From an optimization exercise on the open Yosys and OpenROAD flow, aimed at small area, a short achievable clock period and few clock cycles; shortcuts taken in it are not production practice. The RTL was checked by simulation tests, not by an equivalence proof against the original design. Power and IR drop assume default switching activity.

==> flow/design.v, too long to show whole: its modules and the start of the top module <==
// module weight_regs: 28 lines
// module window_conv: 768 lines
// module class_argmax: 828 lines
// module cnn_classifier: 48 lines
module cnn_classifier #(
    parameter int NUM_WINDOWS = 10
) (
    input  logic        clk_i,
    input  logic        rst,
    input  logic [15:0] data_i,
    input  logic [7:0]  ctrl_i,    
    output logic [3:0]  class_o,
    output logic        done_o
);
  // ...
==> flow/flow/run.sh <==
#!/bin/bash
# The standard layout, with three changes to how it is made (constraints unchanged):
#  - after the standard synthesis, polarity.py flips full-adder cells (a full
#    adder is self-dual) and swaps simple gates for their inverting twins where
#    that removes inverters; registers and their names are untouched;
#  - timing repair aims at a setup slack of MARGIN ns;
#  - the port buffers are buf_2 cells.
set -euo pipefail
cd "$(dirname "$0")/.."
MARGIN=9.3
R=orfs/results/sky130hd/cnn_classifier/base
bash standard.sh synth SETUP_SLACK_MARGIN=$MARGIN > synth_flow.log 2>&1
cp $R/1_2_yosys.v 1_2_yosys.standard.v
python3 flow/polarity.py 1_2_yosys.standard.v $R/1_2_yosys.v > polarity.log 2>&1
rm -f $R/1_synth.odb $R/1_synth.sdc
bash standard.sh finish SETUP_SLACK_MARGIN=$MARGIN "BUFFER_PORTS_ARGS=-buffer_cell sky130_fd_sc_hd__buf_2" > standard_flow.log 2>&1
==> flow/flow/polarity.py <==
#!/usr/bin/env python3
"""Remove inverters around full-adder cells of a Yosys-written gate netlist.

A full adder is self-dual: FA(~a,~b,~c) = (~sum, ~carry). For each
sky130 fa cell this tries flipping it (complementing its three inputs and
its two outputs) and keeps the flip when it leaves fewer inverter cells.
Also swaps simple gates for their inverting twins (and2 -> nand2 + inverter)
so the flips can absorb them, and merges leftover pairs back.
Usage: polarity.py IN.v OUT.v
"""
import re, sys
from collections import defaultdict

src = open(sys.argv[1]).read()
m = re.search(r'^(module .*?;\n)(.*?)(^endmodule)', src, re.S | re.M)
head, body, tail_kw = m.group(1), m.group(2), m.group(3)
pre, post = src[:m.start()], src[m.end():]

cell_re = re.compile(r'^  (sky130_fd_sc_hd__\w+) (\\\S+ |\S+) \((.*?)\n  \);\n', re.S | re.M)
pin_re = re.compile(r'\.(\w+)\((.*?)\)(?:,|\s*$)', re.S)

decl_lines = []
cells = {}          # name -> [type, {pin: net}]
order = []
pos = 0
for cm in cell_re.finditer(body):
    decl_lines.append(body[pos:cm.start()])
    pos = cm.end()
    typ, name, pins_txt = cm.group(1), cm.group(2), cm.group(3)
    pins = {}
    for pm in re.finditer(r'\.(\w+)\(([^\n]*?)\)\s*(?:,\s*)?\n', pins_txt + "\n"):
        pins[pm.group(1)] = pm.group(2).strip()
    cells[name] = [typ, pins]
    order.append(name)
rest = body[pos:]
decl = "".join(decl_lines)
if re.search(r'\bassign\b|sky130_fd_sc_hd__', decl + rest):
    sys.exit("assign statements not supported")

OUTS = {'X', 'Y', 'Q', 'Q_N', 'SUM', 'COUT', 'HI', 'LO'}
def is_inv(t): return re.match(r'sky130_fd_sc_hd__(clk)?inv_\d+$', t) is not None
def is_fa(t): return re.match(r'sky130_fd_sc_hd__fa_\d+$', t) is not None

ports = set()
for pm in re.finditer(r'^\s*(input|output)\s*(\[\d+:\d+\])?\s*(\S+);', decl, re.M):
    ports.add(pm.group(3))
def is_port(n): return n.split('[')[0] in ports

def build():
    drv, loads = {}, defaultdict(list)
    for name in order:
        if name not in cells: continue
        typ, pins = cells[name]
        for p, n in pins.items():
            if n == '' : continue
            if p in OUTS: drv[n] = (name, p)
            else: loads[n].append((name, p))
    return drv, loads

newn = [0]
def fresh():
    newn[0] += 1
    return f"polfix_{newn[0]}"
new_wires = []

def inv_count(): return sum(1 for n in cells if is_inv(cells[n][0]))

PAIRS = [('and2','nand2'),('and3','nand3'),('and4','nand4'),('or2','nor2'),('or3','nor3'),('or4','nor4'),
         ('xor2','xnor2'),('a21o','a21oi'),('a22o','a22oi'),('a211o','a211oi'),('a31o','a31oi'),
         ('a32o','a32oi'),('a221o','a221oi'),('a41o','a41oi'),('a311o','a311oi'),('a2111o','a2111oi'),
         ('o21a','o21ai'),('o22a','o22ai'),('o211a','o211ai'),('o31a','o31ai'),('o32a','o32ai'),
         ('o221a','o221ai'),('o41a','o41ai'),('o311a','o311ai'),('o2111a','o2111ai'),('mux2','mux2i'),
         ('and2b','nand2b'),('or2b','nor2b'),('a21bo','a21boi'),('o21ba','o21bai'),('a2bb2o','a2bb2oi'),
         ('o2bb2a','o2bb2ai'),('and3b','nand3b'),('or3b','nor3b'),('and4b','nand4b'),('or4b','nor4b')]
COMP = {}
for a, b in PAIRS:
    COMP['sky130_fd_sc_hd__%s_1' % a] = ('sky130_fd_sc_hd__%s_1' % b, 'X', 'Y')
    COMP['sky130_fd_sc_hd__%s_1' % b] = ('sky130_fd_sc_hd__%s_1' % a, 'Y', 'X')
AREA = {}
_cur = None
for _l in open('/OpenROAD-flow-scripts/flow/platforms/sky130hd/lib/sky130_fd_sc_hd__tt_025C_1v80.lib'):
    _m = re.match(r'\s*cell\s*\(\s*"?(\w+)"?\s*\)', _l)
    if _m: _cur = _m.group(1)
    _m = re.match(r'\s*area\s*:\s*([\d.]+)', _l)
    if _m and _cur: AREA[_cur] = float(_m.group(1)); _cur = None
COMP = {k: v for k, v in COMP.items() if k in AREA and v[0] in AREA}

def complement(name):
    """cell name -> complement cell driving a new net, plus an inverter to the old net"""
    typ, pins = cells[name]
    ctyp, op, np_ = COMP[typ]
    n = pins[op]
    w = fresh(); new_wires.append(w)
    newpins = {p: v for p, v in pins.items() if p != op}
    newpins[np_] = w
    cells[name] = [ctyp, newpins]
    iname = f"polfix_inv_{newn[0]}"
    cells[iname] = ['sky130_fd_sc_hd__inv_1', {'A': w, 'Y': n}]
    order.append(iname)

# pre-pass: complementable cells feeding full adders get an inverter behind them
_drv, _loads = build()
for name in list(order):
    if name not in cells or cells[name][0] not in COMP: continue
    typ, pins = cells[name]
    n = pins[COMP[typ][1]]
    if is_port(n): continue
    if any(is_fa(cells[l[0]][0]) for l in _loads[n]):
        complement(name)

def try_flip(f, drv, loads, apply):
    typ, pins = cells[f]
    delta = 0
    ops = []
    for p in ('A', 'B', 'CIN'):
        n = pins[p]
        d = drv.get(n)
        if d and is_inv(cells[d[0]][0]):
            src_n = cells[d[0]][1]['A']
            # the inverter dies if this pin is its only load and its net is no port
            if len(loads[n]) == 1 and not is_port(n):
                delta -= 1
            ops.append(('in_src', p, src_n))
        else:
            # reuse an existing inverter of n
            k = [l for l in loads[n] if is_inv(cells[l[0]][0])]
            if k:
                ops.append(('in_src', p, cells[k[0][0]][1]['Y']))
            else:
                delta += 1
                ops.append(('in_new', p, n))
    for p in ('SUM', 'COUT'):
        n = pins[p]
        if is_port(n):
            return None
        ls = loads[n]
        invs = [l for l in ls if is_inv(cells[l[0]][0]) and not is_port(cells[l[0]][1]['Y'])]
        others = [l for l in ls if l not in invs]
        delta -= len(invs)
        if others: delta += 1
        ops.append(('out', p, n, invs, others))
    if not apply:
        return delta
    for op in ops:
        if op[0] == 'in_src':
            pins[op[1]] = op[2]
        elif op[0] == 'in_new':
            w = fresh(); new_wires.append(w)
            iname = f"polfix_inv_{newn[0]}"
            cells[iname] = ['sky130_fd_sc_hd__inv_1', {'A': op[2], 'Y': w}]
            order.append(iname)
            pins[op[1]] = w
        else:
            _, p, n, invs, others = op
            w = fresh(); new_wires.append(w)
            pins[p] = w
            for (jn, _) in invs:
                jy = cells[jn][1]['Y']
                # loads of the inverter's output now take the flipped output
                for name in order:
                    if name in cells:
                        for q, m_ in cells[name][1].items():
                            if m_ == jy and q not in OUTS:
                                cells[name][1][q] = w
                del cells[jn]
            if others:
                iname = f"polfix_inv_{newn[0]}"
                cells[iname] = ['sky130_fd_sc_hd__inv_1', {'A': w, 'Y': n}]
                order.append(iname)
    return delta

before = inv_count()
for it in range(6):
    changed = 0
    for f in list(order):
        if f not in cells or not is_fa(cells[f][0]): continue
        drv, loads = build()
        d = try_flip(f, drv, loads, False)
        if d is not None and d < 0:
            try_flip(f, drv, loads, True)
            changed += 1
    # drop inverters left without loads
    drv, loads = build()
    for name in list(order):
        if name in cells and is_inv(cells[name][0]):
            y = cells[name][1]['Y']
            if not loads[y] and not is_port(y):
                del cells[name]
    if not changed: break
# post-pass: an inverter that is the only load of a complementable cell merges into it
drv, loads = build()
for name in list(order):
    if name not in cells or not is_inv(cells[name][0]): continue
    a = cells[name][1]['A']; y = cells[name][1]['Y']
    d = drv.get(a)
    if not d or d[0] not in cells or cells[d[0]][0] not in COMP: continue
    if len(loads[a]) != 1 or is_port(a): continue
    dtyp, dpins = cells[d[0]]
    ctyp, op, np_ = COMP[dtyp]
    if AREA[ctyp] > AREA[dtyp] + AREA[cells[name][0]]: continue
    newpins = {p: v for p, v in dpins.items() if p != op}
    newpins[np_] = y
    cells[d[0]] = [ctyp, newpins]
    del cells[name]
    drv, loads = build()
after = inv_count()
tot = sum(AREA.get(cells[n][0], 0) for n in cells)
sys.stderr.write(f"polarity: area {tot:.1f}\n")
sys.stderr.write(f"polarity: inverters {before} -> {after}\n")

out = [pre, head, decl]
for w in new_wires:
    out.append(f"  wire {w};\n")
for name in order:
    if name not in cells: continue
    typ, pins = cells[name]
    pl = ",\n".join(f"    .{p}({n}{' ' if n.startswith(chr(92)) else ''})" for p, n in pins.items())
    out.append(f"  {typ} {name} (\n{pl}\n  );\n")
out.append(rest)
out.append(tail_kw)
out.append(post)
open(sys.argv[2], 'w').write("".join(out))
==> flow/standard.sh <==
#!/bin/bash
# synth_recipe.tcl (not shown) runs the flow's synth.tcl, then flattens the netlist and writes it again
# the make line also repeats each setting of config.mk as NAME=value (left out here)
make -C /OpenROAD-flow-scripts/flow DESIGN_CONFIG=/design/flow/config.mk WORK_HOME=/design/flow/orfs CLKGATE_MAP_FILE= SYNTH_SCRIPT=/design/flow/synth_recipe.tcl "${@:-finish}"
==> flow/config.mk <==
export PLATFORM = sky130hd
export DESIGN_NAME = cnn_classifier
export DESIGN_NICKNAME = cnn_classifier
export VERILOG_FILES = /design/flow/design.v
export SDC_FILE = /design/flow/constraint.sdc
export NUM_CORES = 4
export LEC_CHECK = 0
export CAP_MARGIN = 0
export CORE_MARGIN = 2
export CORE_UTILIZATION = 65
export CTS_CLUSTER_DIAMETER = 100
export CTS_CLUSTER_SIZE = 30
export PLACE_DENSITY = 0.75
export SLEW_MARGIN = 0
export TNS_END_PERCENT = 5
==> flow/constraint.sdc <==
create_clock -name core_clock -period 13.0 [get_ports {clk_i}]
set_input_delay 2.6000 -clock core_clock [delete_from_list [all_inputs] [get_ports {clk_i}]]
set_output_delay 2.6000 -clock core_clock [all_outputs]
set_load 0.01 [all_outputs]
==> metrics.md, run 1 <==
| Metric | Value |
|---|---|
| Worst Path Max Fanout | 2 |
| Gr ovfl total | 0 |
| Sequential Power Share | 0.495 |
| Endpoints failing setup | 0 |
| Antenna violations before repair | 1 |
| Clock buffer count in the final layout | 52 |
| Average instance area after synthesis | 13.6 µm² |
| Io pins | 31 |
| Clock network area share | 0.0273 |
| Clock latency (worst-skew pair) | 0.61 ns |
| Tapcell count | 773 |
| Placement-stage cell area | 39900 µm² |
| Count of instances resized after the clock tree is built | 21 |
| Uppermost layer routed | met5 |
| FP Rows | 89 |
| Multi-input gate area in the final layout | 17300 µm² |
| Startpoint types | flip-flop |
| Antenna Nets Post-Route | 0 |
| Max FFs per register | 456 |
| Critical path launch point | class_argmax_inst.class_o[3] |
| Final wirelength | 89.8 mm |
| Required time of the critical path | 10.40 ns |
| CTS tree | yes |
| Leading cell types in the layout, fill and taps excluded | edfxtp_1, fa_1, nand2_1, dfxtp_1, a22oi_1 |
| Non-clk invs | 146 |
| Tmin final | 3.67 ns |
| Run status | timing/DRC/antenna clean |
Testbench counts, summed over its fixed seeds: cycles 2,632.
==> inputs of run 2 (changes only) <==
--- a/flow/config.mk
+++ b/flow/config.mk
@@ -12,4 +12,3 @@
 export CTS_CLUSTER_SIZE = 30
 export PLACE_DENSITY = 0.75
 export SLEW_MARGIN = 0
-export TNS_END_PERCENT = 5
==> metrics.md, run 2 <==
| Metric | Value |
|---|---|
| Area overhead of the layout relative to synthesis | 5.34% (was 5.48%) |
| Setup repair after global routing missed its margin | true (unchanged) |
| Share of cells above drive strength 1 | 0.0785 (was 0.0749) |
| Die footprint | 62000 µm² (unchanged) |
| Width of the die | 249 µm (unchanged) |
| Core utilization of the finished layout | 0.694 (was 0.695) |
| Required time of the critical path | 10.40 ns (about the same) |
| Met1 Wirelength | 35.8 mm (was 35.2 mm) |
| Worst reg2reg path startpoint | window_conv_inst.feat_o[18] (was class_argmax_inst.bn_q[1][2]) |
| # H-tree levels | 1 (was 2) |
| Placement-stage cell area | 39900 µm² (about the same) |
| Routed vias | 22.7k (was 22.9k) |
| Most common cell after layout, fill and taps aside | edfxtp_1 (unchanged) |
| FP Rows | 89 (unchanged) |
| Critical path, cell by cell | buf_6 (was buf_2) |
| Run status | timing/DRC/antenna clean (unchanged) |
| Antenna Nets Post-Route | 0 (unchanged) |
| Wire length of the first global-routing pass | 140 mm (was 139 mm) |
| Min-Delay Startpoint | class_argmax_inst.s2_idx_q[1] (was class_argmax_inst.s2_idx_q[3]) |
| Startpoint types | flip-flop (unchanged) |
| Pwr Density | 149 nW/µm² (was 152 nW/µm²) |
| Area of the placeable core | 59200 µm² (unchanged) |
| Buffers from clock root to sink, at most | 3 (unchanged) |
| CP Capture Type | primary output (unchanged) |
| Routability-driven placement congestion ratio | 0.966 (was 0.918) |
| Part of the cycle the worst path needs | 0.284 (was 0.282) |
| Class of the most critical setup path | flip-flop to primary output (unchanged) |
| Syn Nets | 3366 (unchanged) |
| Register name with the most flops | weight_regs_inst.w_o (unchanged) |
| Buf+Inv Stages, Crit Path | 1 (unchanged) |
| Clock Sinks | 767 (unchanged) |
| Count of input and output buffers | 30 (unchanged) |
| Met2 layer wire length in the routed design | 44.9 mm (was 43.3 mm) |
| Gate Count Post-Synth | 2860 (unchanged) |
| Tmin final | 3.70 ns (was 3.67 ns) |
| Final wirelength | 90.3 mm (was 89.8 mm) |
| Top Registers | weight_regs_inst.w_o x456, window_conv_inst.acc_q x45, window_conv_inst.feat_o x45 (unchanged) |
| Fin Clk Skew | 0.0520 ns (was 0.0380 ns) |
| Starting density of the core | 0.659 (unchanged) |
| Count of non-filler cells in the finished layout | 3626 (was 3617) |
| Number of antenna diodes | 0 (unchanged) |
| Worst Path Max Fanout | 2 (unchanged) |
| CTS tree | yes (unchanged) |
| Antenna violations before repair | 0 (was 1) |
| Maximum number of pins on one net before global-route repair | 55 (unchanged) |
| Max-cap check violation count | 0 (unchanged) |
| Worst Hold Class | flip-flop to flip-flop (unchanged) |
| Clock-pin transition on the worst setup and hold timing paths | 0.12 ns (was 0.11 ns) |
| Overall die height | 249 µm (unchanged) |
| Total Neg Setup Slack | 0 ns (unchanged) |
| Uppermost layer routed | met4 (was met5) |
| Critical path launch point | class_argmax_inst.class_o[0] (was class_argmax_inst.class_o[3]) |
| Leakage power total | 15.8 nW (about the same) |
| Global-route total usage across every layer | 0.295 (about the same) |
| 1st-iter DRT viols | 2345 (was 2243) |
| Critical Path AT | 1.10 ns (was 1.07 ns) |
| Half-perimeter wire length of the detailed placement result | 64.0 mm (was 62.9 mm) |
| Iteration count of the initial detailed-routing pass | 6 (unchanged) |
| Drt wl/cell | 24.9 µm (was 24.8 µm) |
| Worst slew margin | 0.0963 (was 0.102) |
| Max Clk Rate | 271 MHz (was 272 MHz) |
| VDD IR-drop max | 0.000127 V (was 0.000130 V) |
| Endpoints failing setup | 0 (unchanged) |
| Mapped Area | 39000 µm² (unchanged) |
| Via count of the first global-routing pass | 24.1k (was 24.3k) |
| Leading cell types in the layout, fill and taps excluded | edfxtp_1, fa_1, nand2_1, dfxtp_1, a22oi_1 (unchanged) |
| Top delay family on crit path | flip-flops (unchanged) |
| Number of pins with negative max-slew slack in the final report | 0 (unchanged) |
| Gr ovfl total | 0 (unchanged) |
| DR vias/cell | 6.27 (was 6.32) |
| Max FFs per register | 456 (unchanged) |
| Number of instances in the placed design | 3547 (was 3546) |
| Clock tree root driver cell | clkbuf_16 (unchanged) |
| Num CTS Buffers | 30 (was 34) |
| Area of all placed cells without fillers | 41100 µm² (was 41200 µm²) |
| Number of nets in the layout | 3335 (was 3324) |
| Clock latency (worst-skew pair) | 0.68 ns (was 0.61 ns) |
| Final-report hold violation count | 0 (unchanged) |
| Cell with the largest stage delay on the worst path | dfxtp_2 (unchanged) |
| Met3 routed WL | 7.06 mm (was 8.04 mm) |
| Number of warning messages in the yosys log | 18 (unchanged) |
| Stage delay of the slowest cell on the critical path | 0.35 ns (was 0.34 ns) |
| Remaining DRCs | 0 (unchanged) |
| Io pins | 31 (unchanged) |
| Worst-margin pin slew | 1.35 ns (was 1.34 ns) |
| Average instance area after synthesis | 13.6 µm² (unchanged) |
## run 2: path summary, 6_finish.rpt
check	endpoint	slack [ns]	cells past startpoint
max	class_o[0]	9.30	1
min	class_argmax_inst.s3_idx_q[1]	0.38	0
max reg2reg	class_argmax_inst.ps_b_q[9]	9.41	8
min reg2reg	class_argmax_inst.s3_idx_q[1]	0.38	0
## run 2: what timing repair did
action,CTS,global route
pin swaps,0,1
hold buffers,0,0
endpoints found under the hold margin,0,0
setup buffers,3,20
resized for setup,26,20
setup endpoints to repair,34,31
## run 2: metal layers
| layer | up-vias | global-route usage |
|---|---|---|
| met3 | 175 | 0.0358 |
| met1 | 11494 | 0.404 |
| met4 | 0 | 0.0900 |
| met2 | 1077 | 0.501 |
| met5 | - | 0 |
| li1 | 9994 | - |
## run 2: report_power, final
group | internal, mW | switching (mW) | leakage, nW
clock network | 0.452 | 0.728 | 0.431
registers | 2.97 | 0.121 | 7.03
logic | 0.756 | 1.09 | 8.31
## run 2: through the flow
step	worst slack, ns	hold slack, ns	power (mW)
2_1_floorplan	9.31	0.349	4.42
3_3_place_gp	8.96	0.355	4.86
3_5_place_dp	8.91	0.361	4.96
4_1_cts	9.27	0.376	6.12
5_1_grt	9.26	0.392	6.46
6_report	9.30	0.379	6.11
## run 2: cell type report
class / instances / area, µm²
well taps: 773 / 967
clock inverters: 5 / 82.6
repair buffers: 102 / 738
clock buffers: 51 / 830
fillers: 4044 / 18100
flip-flops and latches: 767 / 20600
multi-input cells: 1782 / 17300
inverters: 146 / 553
==> inputs of run 3 (changes only) <==
--- a/flow/config.mk
+++ b/flow/config.mk
@@ -12,3 +12,4 @@
 export CTS_CLUSTER_SIZE = 30
 export PLACE_DENSITY = 0.75
 export SLEW_MARGIN = 0
+export TNS_END_PERCENT = 30
==> metrics.md, run 3 <==
| Metric | Value |
|---|---|
| Gr ovfl total | 0 (unchanged) |
| Iteration count of the initial detailed-routing pass | 7 (was 6) |
| Setup repair after global routing missed its margin | true (unchanged) |
| Die footprint | 62000 µm² (unchanged) |
| Number of stages on the worst hold path | 0 (unchanged) |
| Final-report hold violation count | 0 (unchanged) |
| R2R setup slack | 9.32 ns (was 9.41 ns) |
| Maximum number of pins on one net before global-route repair | 55 (unchanged) |
| Endpoints failing setup | 0 (unchanged) |
| Area of the placeable core | 59200 µm² (unchanged) |
| Critical Path AT | 4.15 ns (was 1.10 ns) |
| Count of input and output buffers | 30 (unchanged) |
| Leading cell types in the layout, fill and taps excluded | edfxtp_1, fa_1, nand2_1, dfxtp_1, a22oi_1 (unchanged) |
| Buffers from clock root to sink, at most | 3 (unchanged) |
| DR vias/cell | 6.30 (was 6.27) |
| Clock latency (worst-skew pair) | 0.62 ns (was 0.68 ns) |
| Count of filler cells inserted in the layout | 4021 (was 4044) |
| Part of the cycle the worst path needs | 0.283 (was 0.284) |
| Reg-to-reg critical path endpoint | class_argmax_inst.ps_b_q[15] (was class_argmax_inst.ps_b_q[9]) |
| Register name with the most flops | weight_regs_inst.w_o (unchanged) |
| Run status | timing/DRC/antenna clean (unchanged) |
| Half-perimeter wire length of the detailed placement result | 62.9 mm (was 64.0 mm) |
| Worst reg2reg path startpoint | class_argmax_inst.bn_q[1][2] (was window_conv_inst.feat_o[18]) |
| 1st-iter DRT viols | 2304 (was 2345) |
| Clock share of power | 0.213 (was 0.193) |
| Final wirelength | 89.7 mm (was 90.3 mm) |
| Starting density of the core | 0.659 (unchanged) |
| Fin Clk Skew | 0.0458 ns (was 0.0520 ns) |
| Multi-input gate area in the final layout | 17300 µm² (about the same) |
| Area overhead of the layout relative to synthesis | 5.54% (was 5.34%) |
| Most common cell after layout, fill and taps aside | edfxtp_1 (unchanged) |
| Max-cap check violation count | 0 (unchanged) |
| Tmin final | 3.68 ns (was 3.70 ns) |
| Io pins | 31 (unchanged) |
| Syn Nets | 3366 (unchanged) |
| Routability-driven placement congestion ratio | 0.918 (was 0.966) |
| Min-Delay Startpoint | class_argmax_inst.s2_idx_q[3] (was class_argmax_inst.s2_idx_q[1]) |
| Startpoint types | flip-flop (unchanged) |
| Width of the die | 249 µm (unchanged) |
| Sw Pwr | 1.99 mW (was 1.94 mW) |
| CTS tree | yes (unchanged) |
| Clock tree root driver cell | clkbuf_16 (unchanged) |
| Routed vias | 22.8k (was 22.7k) |
| Register Area | 20600 µm² (about the same) |
| Antenna Nets Post-Route | 0 (unchanged) |
| Num CTS Buffers | 34 (was 30) |
| Number of nets in the layout | 3327 (was 3335) |
| Wire length of the first global-routing pass | 139 mm (was 140 mm) |
| Leakage power total | 15.8 nW (about the same) |
| Clock-pin transition on the worst setup and hold timing paths | 0.11 ns (was 0.12 ns) |
| Max FFs per register | 456 (unchanged) |
| Number of antenna diodes | 0 (unchanged) |
| Total Neg Setup Slack | 0 ns (unchanged) |
| Number of warning messages in the yosys log | 18 (unchanged) |
| Via count of the first global-routing pass | 24.3k (was 24.1k) |
| Worst Hold Class | flip-flop to flip-flop (unchanged) |
| Drt wl/cell | 24.8 µm (was 24.9 µm) |
| Top Registers | weight_regs_inst.w_o x456, window_conv_inst.acc_q x45, window_conv_inst.feat_o x45 (unchanged) |
| Power Total | 6.26 mW (was 6.11 mW) |
| Required time of the critical path | 13.47 ns (was 10.40 ns) |
| VDD IR-drop max | 0.000130 V (was 0.000127 V) |
| Antenna violations before repair | 1 (was 0) |
| Remaining DRCs | 0 (unchanged) |
| # H-tree levels | 2 (was 1) |
| Worst slew margin | 0.101 (was 0.0963) |
| Overall die height | 249 µm (unchanged) |
| FP Rows | 89 (unchanged) |
| Sequential Power Share | 0.495 (was 0.505) |
| Gate Count Post-Synth | 2860 (unchanged) |
| Worst-margin pin slew | 1.34 ns (was 1.35 ns) |
| Worst Path Max Fanout | 17 (was 2) |
| Mapped Area | 39000 µm² (unchanged) |
| Worst Hold Path EP | class_argmax_inst.s3_idx_q[3] (was class_argmax_inst.s3_idx_q[1]) |
| Number of pins with negative max-slew slack in the final report | 0 (unchanged) |
| Average instance area after synthesis | 13.6 µm² (unchanged) |
| Max Clk Rate | 272 MHz (was 271 MHz) |
| Worst Reg2Reg Path Length in Cells | 6 (was 8) |
| Proportion of power drawn by combinational gates | 0.292 (was 0.301) |
| Global-route total usage across every layer | 0.295 (about the same) |
| Pwr Density | 152 nW/µm² (was 149 nW/µm²) |
| Internal power component | 4.27 mW (was 4.18 mW) |
| CP Capture Type | flip-flop (was primary output) |
| Net switching fraction of the power | 0.318 (was 0.317) |
| Class of the most critical setup path | flip-flop to flip-flop (was flip-flop to primary output) |
| Clock Sinks | 767 (unchanged) |
| Share of cells above drive strength 1 | 0.0759 (was 0.0785) |
==> run 3: layer usage <==
metal	part of all wire	global-route usage	vias to the layer above
met3	0.096	0.0581	191
li1	-	-	9972
met1	0.39	0.391	11479
met2	0.48	0.485	1147
met4	0.037	0.115	2
met5	0.00012	0	-
==> run 3: power by group through the flow <==
| stage | Clock [mW] | Sequential [mW] | Combinational, mW |
|---|---|---|---|
| after global routing | 1.44 | 3.13 | 2.04 |
| after detailed placement | 0 | 3.15 | 1.80 |
| after CTS | 1.35 | 3.10 | 1.82 |
| after global placement | 0 | 3.14 | 1.73 |
| final | 1.34 | 3.10 | 1.83 |
| after floorplan | 0 | 3.11 | 1.31 |
==> run 3: worst max-delay path by stage <==
stage | from | end | depth (start not counted)
6_report | class_argmax_inst.bn_q[1][2] | class_argmax_inst.ps_b_q[15] | 6
5_1_grt | class_argmax_inst.class_o[0] | class_o[0] | 1
4_1_cts | class_argmax_inst.bo_q[2][1] | class_argmax_inst.ps_b_q[10] | 8
3_5_place_dp | class_argmax_inst.bn_q[3][1] | class_argmax_inst.ps_b_q[17] | 7
3_3_place_gp | class_argmax_inst.bn_q[3][1] | class_argmax_inst.ps_b_q[16] | 7
2_1_floorplan | class_argmax_inst.bn_q[0][0] | class_argmax_inst.ps_b_q[7] | 10
==> run 3: area by class of cell <==
cell class,count,area share
flip-flops and latches,767,0.501
multi-input cells,1782,0.420
clock inverters,10,0.00452
repair buffers,90,0.0149
well taps,773,0.0235
inverters,146,0.0135
clock buffers,52,0.0228
==> run 3: worst max-delay path: stages (launching register included) <==
cell and delay (ns):
dfxtp_1 1.07, xnor2_1 0.28, ha_1 0.38, fa_1 0.47, fa_1 0.41, fa_1 0.53
fa_1 0.40
==> run 3: repair_timing <==
action | CTS | global route
gates resized for setup | 22 | 14
endpoints found under the setup margin | 29 | 51
buffers inserted | 1 | 11
hold buffers | 0 | 0
==> run 3: metrics by stage <==
step	hold WS [ns]	cells	cell area, µm²	util	setup WS (ns)
floorplan	0.349	2860	39000	-	9.27
global placement	0.356	3546	39900	0.674	8.99
detailed placement	0.364	3546	39900	0.674	8.92
CTS	0.381	3609	41100	0.693	9.29
global route	0.383	3620	41200	0.695	9.28
finish	0.376	3620	41200	0.695	9.32
==> inputs of run 4 (changes only) <==
--- a/flow/config.mk
+++ b/flow/config.mk
@@ -7,9 +7,8 @@
 export LEC_CHECK = 0
 export CAP_MARGIN = 0
 export CORE_MARGIN = 2
-export CORE_UTILIZATION = 65
+export CORE_UTILIZATION = 75
 export CTS_CLUSTER_DIAMETER = 100
 export CTS_CLUSTER_SIZE = 30
-export PLACE_DENSITY = 0.75
+export PLACE_DENSITY = 0.85
 export SLEW_MARGIN = 0
-export TNS_END_PERCENT = 30
==> metrics.md, run 4 <==
| Metric | Value |
|---|---|
| Syn Nets | 3366 (unchanged) |
| Clock tree root driver cell | clkbuf_16 (unchanged) |
| Total Neg Setup Slack | 0 ns (unchanged) |
| Clock-pin transition on the worst setup and hold timing paths | 0.12 ns (was 0.11 ns) |
| 1st-iter DRT viols | 3131 (was 2304) |
| DR vias/cell | 6.65 (was 6.30) |
| Pwr Density | 151 nW/µm² (was 152 nW/µm²) |
| Startpoint types | flip-flop (unchanged) |
| Number of antenna diodes | 0 (unchanged) |
| Antenna Nets Post-Route | 0 (unchanged) |
| Multi-input gate area in the final layout | 17300 µm² (about the same) |
| Io pins | 31 (unchanged) |
| Part of the cycle the worst path needs | 0.284 (was 0.283) |
| Overall die height | 232 µm (was 249 µm) |
| Count of filler cells inserted in the layout | 2813 (was 4021) |
| Core utilization of the finished layout | 0.798 (was 0.695) |
| Number of stages on the worst hold path | 0 (unchanged) |
| Number of nets in the layout | 3336 (was 3327) |
| Worst Reg2Reg Path Length in Cells | 6 (unchanged) |
| Area of the placeable core | 51400 µm² (was 59200 µm²) |
| Worst Hold Class | flip-flop to flip-flop (unchanged) |
| Fin Clk Skew | 0.0534 ns (was 0.0458 ns) |
| Buffers from clock root to sink, at most | 3 (unchanged) |
| Gr ovfl total | 0 (unchanged) |
| Tmin final | 3.70 ns (was 3.68 ns) |
| Leading cell types in the layout, fill and taps excluded | edfxtp_1, fa_1, nand2_1, dfxtp_1, a22oi_1 (unchanged) |
| Class of the most critical setup path | flip-flop to primary output (was flip-flop to flip-flop) |
| Leakage power total | 15.8 nW (about the same) |
| Stage delay of the slowest cell on the critical path | 0.34 ns (was 1.07 ns) |
| Setup repair after global routing missed its margin | true (unchanged) |
| Final-report hold violation count | 0 (unchanged) |
| Via count of the first global-routing pass | 25.0k (was 24.3k) |
| Gate Count Post-Synth | 2860 (unchanged) |
| Max-cap check violation count | 0 (unchanged) |
| Num CTS Buffers | 30 (was 34) |
| Starting density of the core | 0.759 (was 0.659) |
| Antenna violations before repair | 0 (was 1) |
| VDD IR-drop max | 0.000190 V (was 0.000130 V) |
| Buf+Inv Stages, Crit Path | 1 (was 0) |
| # H-tree levels | 1 (was 2) |
| Placement-stage cell area | 39800 µm² (was 39900 µm²) |
| Worst slew margin | 0.0500 (was 0.101) |
| CP Capture Type | primary output (was flip-flop) |
| Worst Hold Path EP | class_argmax_inst.s3_idx_q[3] (unchanged) |
| Reg-to-reg critical path endpoint | class_argmax_inst.ps_b_q[9] (was class_argmax_inst.ps_b_q[15]) |
| R2R setup slack | 9.37 ns (was 9.32 ns) |
| Drt wl/cell | 26.5 µm (was 24.8 µm) |
| Count of input and output buffers | 30 (unchanged) |
| Cell with the largest stage delay on the worst path | dfxtp_2 (was dfxtp_1) |
| Run status | timing/DRC/antenna clean (unchanged) |
| Hold Buf Count CTS | 0 (unchanged) |
| Top delay family on crit path | flip-flops (was adder cells) |
| Critical Path AT | 1.10 ns (was 4.15 ns) |
| Required time of the critical path | 10.40 ns (was 13.47 ns) |
| Global-route total usage across every layer | 0.357 (was 0.295) |
| Width of the die | 232 µm (was 249 µm) |
| Number of pins with negative max-slew slack in the final report | 0 (unchanged) |
| Top Registers | weight_regs_inst.w_o x456, window_conv_inst.acc_q x45, window_conv_inst.feat_o x45 (unchanged) |
| Worst reg2reg path startpoint | class_argmax_inst.bn_q[2][2] (was class_argmax_inst.bn_q[1][2]) |
| Maximum number of pins on one net before global-route repair | 57 (was 55) |
| Clock latency (worst-skew pair) | 0.67 ns (was 0.62 ns) |
| Average instance area after synthesis | 13.6 µm² (unchanged) |
| Die footprint | 53900 µm² (was 62000 µm²) |
| Register name with the most flops | weight_regs_inst.w_o (unchanged) |
| Register Area | 20600 µm² (unchanged) |
| Half-perimeter wire length of the detailed placement result | 65.1 mm (was 62.9 mm) |
| Final wirelength | 93.5 mm (was 89.7 mm) |
| Routed vias | 23.5k (was 22.8k) |
| Area overhead of the layout relative to synthesis | 5.04% (was 5.54%) |
| Area of all placed cells without fillers | 41000 µm² (was 41200 µm²) |
| Iteration count of the initial detailed-routing pass | 9 (was 7) |
| CTS tree | yes (unchanged) |
| Share of cells above drive strength 1 | 0.0760 (was 0.0759) |
| Most common cell after layout, fill and taps aside | edfxtp_1 (unchanged) |
| Remaining DRCs | 0 (unchanged) |
| Critical path, cell by cell | buf_6 (was xnor2_1 -> ha_1 -> fa_1 -> fa_1 -> fa_1 -> fa_1) |
| FP Rows | 83 (was 89) |
| Endpoints failing setup | 0 (unchanged) |
| Worst Path Max Fanout | 2 (was 17) |
| Max FFs per register | 456 (unchanged) |
| Number of warning messages in the yosys log | 18 (unchanged) |
| Routability-driven placement congestion ratio | 0.984 (was 0.918) |
| Min-Delay Startpoint | class_argmax_inst.s2_idx_q[3] (unchanged) |
| Mapped Area | 39000 µm² (unchanged) |
| Wire length of the first global-routing pass | 143 mm (was 139 mm) |
| Worst-margin pin slew | 1.42 ns (was 1.34 ns) |
| Clock Sinks | 767 (unchanged) |
| Max Clk Rate | 271 MHz (was 272 MHz) |
-- run 4: power by group --
part           internal (mW)  switching, mW  leakage [nW]
clock network          0.458          0.727         0.434
registers               2.97          0.127          7.03
logic                  0.759           1.14          8.31
-- run 4: worst max-delay path by stage --
stage | cells past startpoint | slack, ns | start | endpoint
after floorplan | 10 | 9.31 | class_argmax_inst.bn_q[1][0] | class_argmax_inst.ps_b_q[7]
after global placement | 7 | 8.99 | class_argmax_inst.bn_q[3][1] | class_argmax_inst.ps_b_q[16]
after detailed placement | 7 | 8.92 | class_argmax_inst.bn_q[3][1] | class_argmax_inst.ps_b_q[16]
after CTS | 1 | 9.26 | class_argmax_inst.class_o[3] | class_o[3]
after global routing | 1 | 9.26 | class_argmax_inst.class_o[3] | class_o[3]
final | 1 | 9.30 | class_argmax_inst.class_o[1] | class_o[1]
-- run 4: layout make-up --
type,count,share of cell area
flip-flops and latches,767,0.503
multi-input cells,1782,0.422
well taps,680,0.0207
clock buffers,52,0.0206
repair buffers,103,0.0181
inverters,146,0.0136
clock inverters,4,0.00183
-- run 4: repair_timing --
item                       4_1_cts  5_1_grt
setup endpoints to repair       38       32
setup buffers                    3       15
gates resized for setup         23       25
hold endpoints to repair         0        0
-- run 4: through the flow --
stage	hold slack [ns]	instances	setup slack, ns	power [mW]
floorplan	0.349	2860	9.31	4.42
global placement	0.355	3460	8.99	4.85
detailed placement	0.355	3460	8.92	4.98
CTS	0.373	3519	9.26	6.14
global route	0.383	3534	9.26	6.47
finish	0.372	3534	9.30	6.18
-- run 4: layer usage --
layer  global-route usage  wire length (µm)  up-vias  share of wire
met2                0.596             46200     1606           0.49
met3               0.0602              9970      237           0.11
met1                0.476             34000    11643           0.36
met4                0.133              3350        0          0.036
li1                     -                 -     9998              -
met5                    0                 0        -              0

[separate check: timing with driven ports]
In the flow no input, the clock included, has a driving cell. The finished layouts below were timed again as built, in two steps.
Step 1 assumes that a clkbuf_16 drives the clock port and a buf_2 every other input.
Step 2 also shifts input and output timing later by t, the mid clock arrival at the registers, as if the neighbouring blocks saw the same clock.
a / b / c = ideal / step 1 / step 2; a / b = the first two.
run | t, ns | setup WS [ns] | worst hold slack (ns) | worst setup path at the end | worst register clock-pin slew, ns
run 1 | 0.661 | 9.329 / 9.264 / 9.340 | 0.376 / 0.376 / 0.376 | register to register | 0.12 / 0.12
run 2 | 0.724 | 9.304 / 9.237 / 9.409 | 0.379 / 0.379 / 0.379 | register to register | 0.12 / 0.12
run 3 | 0.663 | 9.324 / 9.265 / 9.324 | 0.376 / 0.376 / 0.376 | register to register | 0.12 / 0.12
run 4 | 0.707 | 9.304 / 9.244 / 9.371 | 0.372 / 0.372 / 0.372 | register to register | 0.12 / 0.12
After both steps every run listed still meets setup and hold.
